This is an optimization exercise on Yosys and OpenROAD, whose aim is small area, not a production implementation.
Only simulation tests tie the RTL to the original design; equivalence was not proved.
No activity file was given, so power comes from the tool's default toggle rates.

==> job 6062: inputs <==
Design processor, start of the top module:
module processor #(
	parameter mipsPkg::word_t resetPc   = '0,
	parameter mipsPkg::word_t stackInit = 32'h0000_4000
) (
	input  logic           clk,
	input  logic           reset,
	output mipsPkg::word_t pc,
	input  mipsPkg::word_t instruction,
	output logic           memWrite,
	output mipsPkg::word_t memAddr,
	output mipsPkg::word_t memWriteData,
	input  mipsPkg::word_t memReadData
);
==> module registerFile, before the edit <==
module registerFile #(
	parameter mipsPkg::word_t stackInit = 32'h0000_4000
) (
	input  logic              clk,
	input  logic              reset,
	input  mipsPkg::regAddr_t readAddr1,
	input  mipsPkg::regAddr_t readAddr2,
	input  mipsPkg::regAddr_t writeAddr,
	input  logic              writeEnable,
	input  logic [1:0][31:0]  writeData,    
	output mipsPkg::word_t    readData1,
	output mipsPkg::word_t    readData2,
	output logic [3:0][4:0]   shiftAmount   
);
	localparam int stackReg = 29;
	logic [31:1][31:0] regs;
	logic [1:0][31:1]  wen, sel1, sel2;
	logic [3:0][4:0]   amt;
	mipsPkg::word_t    stackData;
	assign stackData = writeData[stackReg/16] | ({32{reset}} & stackInit);
	for (genvar q = 0; q < 2; q++) begin : g_q
		writeDecode u_wdec (.addr(writeAddr), .en(writeEnable), .reset(reset), .sel(wen[q]));
		readDecode u_rdec1 (.addr(readAddr1), .sel(sel1[q]));
		readDecode u_rdec2 (.addr(readAddr2), .sel(sel2[q]));
	end
	for (genvar i = 1; i < 32; i++) begin : g_reg
		mipsPkg::word_t d;
		assign d = (i == stackReg) ? stackData : writeData[i/16];
		always_ff @(posedge clk) begin
			for (int q = 0; q < 2; q++) begin
				if (wen[q][i]) regs[i][16*q +: 16] <= d[16*q +: 16];
			end
		end
	end
	for (genvar b = 0; b < 32; b++) begin : g_bit
		logic [31:1] d;
		for (genvar i = 1; i < 32; i++) begin : g_d
			assign d[i] = regs[i][b];
		end
		if (b < 5) begin : g_amt
			readMux31Amt u_rd1 (.sel(sel1[b/16]), .d(d), .y(readData1[b]),
				.y0(shiftAmount[0][b]), .y1(shiftAmount[1][b]), .y2(shiftAmount[2][b]),
				.y3(shiftAmount[3][b]));
		end else begin : g_plain
			readMux31 u_rd1 (.sel(sel1[b/16]), .d(d), .y(readData1[b]));
		end
		readMux31 u_rd2 (.sel(sel2[b/16]), .d(d), .y(readData2[b]));
	end
endmodule
==> flow/config.mk <==
export PLATFORM = sky130hd
export DESIGN_NAME = processor
export DESIGN_NICKNAME = processor
export VERILOG_FILES = /design/flow/design.v
export SDC_FILE = /design/flow/constraint.sdc
export NUM_CORES = 4
export LEC_CHECK = 0
export CAP_MARGIN = 20
export CORE_MARGIN = 2
export CORE_UTILIZATION = 40
export GPL_TIMING_DRIVEN = 0
export SETUP_SLACK_MARGIN = 0.2
export SLEW_MARGIN = 20
export SYNTH_HIERARCHICAL = 1
==> flow/constraint.sdc <==
create_clock -name core_clock -period 10.0 [get_ports {clk}]
set_input_delay 2.0000 -clock core_clock [delete_from_list [all_inputs] [get_ports {clk}]]
set_output_delay 2.0000 -clock core_clock [all_outputs]
set_load 0.01 [all_outputs]
run.sh (not shown) runs the stock make flow with config.mk's settings and CLKGATE_MAP_FILE= SYNTH_SCRIPT=/design/flow/synth_recipe.tcl, a recipe that flattens the netlist after the stock synthesis.
==> job 4978 (differences from job 6062) <==
--- a/flow/design.v
+++ b/flow/design.v
@@ -342,9 +342,9 @@
 	localparam int stackReg = 29;
 	logic [31:1][31:0] regs;
-	logic [1:0][31:1]  wen, sel1, sel2;
+	logic [3:0][31:1]  wen, sel1, sel2;
 	logic [3:0][4:0]   amt;
 	mipsPkg::word_t    stackData;
 	assign stackData = writeData[stackReg/16] | ({32{reset}} & stackInit);
-	for (genvar q = 0; q < 2; q++) begin : g_q
+	for (genvar q = 0; q < 4; q++) begin : g_q
 		writeDecode u_wdec (.addr(writeAddr), .en(writeEnable), .reset(reset), .sel(wen[q]));
 		readDecode u_rdec1 (.addr(readAddr1), .sel(sel1[q]));
@@ -355,6 +355,6 @@
 		assign d = (i == stackReg) ? stackData : writeData[i/16];
 		always_ff @(posedge clk) begin
-			for (int q = 0; q < 2; q++) begin
-				if (wen[q][i]) regs[i][16*q +: 16] <= d[16*q +: 16];
+			for (int q = 0; q < 4; q++) begin
+				if (wen[q][i]) regs[i][8*q +: 8] <= d[8*q +: 8];
 			end
 		end
@@ -366,11 +366,11 @@
 		end
 		if (b < 5) begin : g_amt
-			readMux31Amt u_rd1 (.sel(sel1[b/16]), .d(d), .y(readData1[b]),
+			readMux31Amt u_rd1 (.sel(sel1[b/8]), .d(d), .y(readData1[b]),
 				.y0(shiftAmount[0][b]), .y1(shiftAmount[1][b]), .y2(shiftAmount[2][b]),
 				.y3(shiftAmount[3][b]));
 		end else begin : g_plain
-			readMux31 u_rd1 (.sel(sel1[b/16]), .d(d), .y(readData1[b]));
+			readMux31 u_rd1 (.sel(sel1[b/8]), .d(d), .y(readData1[b]));
 		end
-		readMux31 u_rd2 (.sel(sel2[b/16]), .d(d), .y(readData2[b]));
+		readMux31 u_rd2 (.sel(sel2[b/8]), .d(d), .y(readData2[b]));
 	end
 endmodule
==> flow/flow/run.sh (new file) <==
#!/bin/bash
set -euo pipefail
bash standard.sh synth > synth.log 2>&1
bash standard.sh \
  "BUFFER_PORTS_ARGS=-buffer_cell sky130_fd_sc_hd__buf_1" \
  "CTS_ARGS=-sink_clustering_enable -repair_clock_nets -dont_use_dummy_load -sink_clustering_size 22 -sink_clustering_max_diameter 90 -buf_list sky130_fd_sc_hd__clkbuf_16" \
  finish > layout.log 2>&1
==> flow/standard.sh (new file) <==
#!/bin/bash
# synth_recipe.tcl (not shown) runs the flow's synth.tcl, then flattens the netlist and writes it again
# the make line also repeats each setting of config.mk as NAME=value (left out here)
make -C /OpenROAD-flow-scripts/flow DESIGN_CONFIG=/design/flow/config.mk WORK_HOME=/design/flow/orfs CLKGATE_MAP_FILE= SYNTH_SCRIPT=/design/flow/synth_recipe.tcl "${@:-finish}"
removed: flow/run.sh
==> job 8564 (differences from job 6062) <==
--- a/flow/design.v
+++ b/flow/design.v
@@ -342,9 +342,9 @@
 	localparam int stackReg = 29;
 	logic [31:1][31:0] regs;
-	logic [1:0][31:1]  wen, sel1, sel2;
+	logic [3:0][31:1]  wen, sel1, sel2;
 	logic [3:0][4:0]   amt;
 	mipsPkg::word_t    stackData;
 	assign stackData = writeData[stackReg/16] | ({32{reset}} & stackInit);
-	for (genvar q = 0; q < 2; q++) begin : g_q
+	for (genvar q = 0; q < 4; q++) begin : g_q
 		writeDecode u_wdec (.addr(writeAddr), .en(writeEnable), .reset(reset), .sel(wen[q]));
 		readDecode u_rdec1 (.addr(readAddr1), .sel(sel1[q]));
@@ -355,6 +355,6 @@
 		assign d = (i == stackReg) ? stackData : writeData[i/16];
 		always_ff @(posedge clk) begin
-			for (int q = 0; q < 2; q++) begin
-				if (wen[q][i]) regs[i][16*q +: 16] <= d[16*q +: 16];
+			for (int q = 0; q < 4; q++) begin
+				if (wen[q][i]) regs[i][8*q +: 8] <= d[8*q +: 8];
 			end
 		end
@@ -366,11 +366,11 @@
 		end
 		if (b < 5) begin : g_amt
-			readMux31Amt u_rd1 (.sel(sel1[b/16]), .d(d), .y(readData1[b]),
+			readMux31Amt u_rd1 (.sel(sel1[b/8]), .d(d), .y(readData1[b]),
 				.y0(shiftAmount[0][b]), .y1(shiftAmount[1][b]), .y2(shiftAmount[2][b]),
 				.y3(shiftAmount[3][b]));
 		end else begin : g_plain
-			readMux31 u_rd1 (.sel(sel1[b/16]), .d(d), .y(readData1[b]));
+			readMux31 u_rd1 (.sel(sel1[b/8]), .d(d), .y(readData1[b]));
 		end
-		readMux31 u_rd2 (.sel(sel2[b/16]), .d(d), .y(readData2[b]));
+		readMux31 u_rd2 (.sel(sel2[b/8]), .d(d), .y(readData2[b]));
 	end
 endmodule
==> flow/flow/run.sh (new file) <==
#!/bin/bash
set -euo pipefail
bash standard.sh synth > synth.log 2>&1
bash standard.sh \
  "BUFFER_PORTS_ARGS=-buffer_cell sky130_fd_sc_hd__buf_1" \
  "CTS_ARGS=-sink_clustering_enable -repair_clock_nets -dont_use_dummy_load -sink_clustering_size 18 -sink_clustering_max_diameter 80 -buf_list sky130_fd_sc_hd__clkbuf_16" \
  finish > layout.log 2>&1
==> flow/standard.sh (new file) <==
#!/bin/bash
# synth_recipe.tcl (not shown) runs the flow's synth.tcl, then flattens the netlist and writes it again
# the make line also repeats each setting of config.mk as NAME=value (left out here)
make -C /OpenROAD-flow-scripts/flow DESIGN_CONFIG=/design/flow/config.mk WORK_HOME=/design/flow/orfs CLKGATE_MAP_FILE= SYNTH_SCRIPT=/design/flow/synth_recipe.tcl "${@:-finish}"
CORE_UTILIZATION = 46   (was 40)
removed: flow/run.sh
==> job 698 (differences from job 6062) <==
--- a/flow/design.v
+++ b/flow/design.v
@@ -342,9 +342,9 @@
 	localparam int stackReg = 29;
 	logic [31:1][31:0] regs;
-	logic [1:0][31:1]  wen, sel1, sel2;
+	logic [3:0][31:1]  wen, sel1, sel2;
 	logic [3:0][4:0]   amt;
 	mipsPkg::word_t    stackData;
 	assign stackData = writeData[stackReg/16] | ({32{reset}} & stackInit);
-	for (genvar q = 0; q < 2; q++) begin : g_q
+	for (genvar q = 0; q < 4; q++) begin : g_q
 		writeDecode u_wdec (.addr(writeAddr), .en(writeEnable), .reset(reset), .sel(wen[q]));
 		readDecode u_rdec1 (.addr(readAddr1), .sel(sel1[q]));
@@ -355,6 +355,6 @@
 		assign d = (i == stackReg) ? stackData : writeData[i/16];
 		always_ff @(posedge clk) begin
-			for (int q = 0; q < 2; q++) begin
-				if (wen[q][i]) regs[i][16*q +: 16] <= d[16*q +: 16];
+			for (int q = 0; q < 4; q++) begin
+				if (wen[q][i]) regs[i][8*q +: 8] <= d[8*q +: 8];
 			end
 		end
@@ -366,11 +366,11 @@
 		end
 		if (b < 5) begin : g_amt
-			readMux31Amt u_rd1 (.sel(sel1[b/16]), .d(d), .y(readData1[b]),
+			readMux31Amt u_rd1 (.sel(sel1[b/8]), .d(d), .y(readData1[b]),
 				.y0(shiftAmount[0][b]), .y1(shiftAmount[1][b]), .y2(shiftAmount[2][b]),
 				.y3(shiftAmount[3][b]));
 		end else begin : g_plain
-			readMux31 u_rd1 (.sel(sel1[b/16]), .d(d), .y(readData1[b]));
+			readMux31 u_rd1 (.sel(sel1[b/8]), .d(d), .y(readData1[b]));
 		end
-		readMux31 u_rd2 (.sel(sel2[b/16]), .d(d), .y(readData2[b]));
+		readMux31 u_rd2 (.sel(sel2[b/8]), .d(d), .y(readData2[b]));
 	end
 endmodule
CTS_BUF_LIST = sky130_fd_sc_hd__clkbuf_16   (was unset)
CTS_CLUSTER_DIAMETER = 80   (was unset)
CTS_CLUSTER_SIZE = 18   (was unset)
==> comparison table <==
Clock net power: job 698 2.80 mW; job 4978 2.28 mW; job 8564 2.61 mW; job 6062 3.94 mW
Hold Path Origin: job 698 u_dataPath.u_fetchUnit.pc[1]$_DFF_P_; job 4978 u_dataPath.u_fetchUnit.pc[1]$_DFF_P_; job 8564 u_dataPath.u_fetchUnit.pc[1]$_DFF_P_; job 6062 u_dataPath.u_fetchUnit.pc[0]$_DFF_P_
Portion of the clock cycle consumed by the worst path in the final layout: job 698 97.80%; job 4978 98.00%; job 8564 97.85%; job 6062 97.03%
Non-clock buffer instance count of the final layout: job 698 262; job 4978 268; job 8564 302; job 6062 398
Vias in the first global route: job 698 37,198; job 4978 36,920; job 8564 36,502; job 6062 36,701
Setup slack after placement: job 698 -1325 ps; job 4978 -946.2 ps; job 8564 -817.1 ps; job 6062 -1611 ps
Number of cells on the critical path: job 698 19; job 4978 23; job 8564 20; job 6062 22
Initial antenna violation count: job 698 5; job 4978 10; job 8564 18; job 6062 8
Share of power burned in the clock network: job 698 29.3%; job 4978 25.4%; job 8564 27.9%; job 6062 36.6%
Met1 demand-to-capacity share in global routing: job 698 37.80%; job 4978 37.45%; job 8564 41.56%; job 6062 39.18%
Outcome: job 698 complete, no violations; job 4978 complete, no violations; job 8564 complete, no violations; job 6062 complete, no violations
Proportion of total power due to net switching: job 698 28.07%; job 4978 28.24%; job 8564 27.83%; job 6062 27.68%
Tapcell Cnt: job 698 1,625; job 4978 1,625; job 8564 1,391; job 6062 1,536
Weighted congestion at the end of routability-driven global placement: job 698 1.022; job 4978 1.005; job 8564 1.027; job 6062 0.9642
Post-synthesis area per instance: job 698 13.86 um^2; job 4978 13.86 um^2; job 8564 13.86 um^2; job 6062 14.63 um^2
Via count of the routed design: job 698 39,174; job 4978 38,994; job 8564 39,259; job 6062 38,755
Summed instance area of the synthesized netlist: job 698 48,940 um^2; job 4978 48,940 um^2; job 8564 48,940 um^2; job 6062 47,710 um^2

[port drivers added, routing unchanged]
No port has a modelled driver above. Below, the same layouts with a new extraction and two added sets of constraints. Step 1 sets driving cells, clkbuf_16 on the clock port and buf_2 on the other inputs (assumed; they add their load-dependent delay and slew). Step 2 moves the port delays by t, midway between the first and last clock arrival at a register: inputs arrive t later, outputs are due t later. That takes back most of the time a late clock gives input paths. Three values: ideal ports, drivers, drivers and shift; two values: the first two.
| run | t, ns | setup slack, ns | worst setup path after step 2 | worst data-port slew with drivers (ns) | cell pins on the clock port's net |
|---|---|---|---|---|---|
| job 6062 | 0.756 | 0.297 / 0.147 / -0.171 | input to register | 0.16 | 1 |
| job 4978 | 0.730 | 0.200 / 0.094 / -0.315 | input to register | 0.18 | 1 |
| job 8564 | 0.702 | 0.215 / 0.132 / -0.317 | input to register | 0.16 | 1 |
| job 698 | 0.717 | 0.220 / 0.189 / -0.290 | input to register | 0.07 | 1 |
With both steps, setup timing fails in every run listed, where it was met with ideal ports. The setup slack of job 8564, which loses most, moves by -0.083 ns with the drivers and by -0.532 ns with both steps.
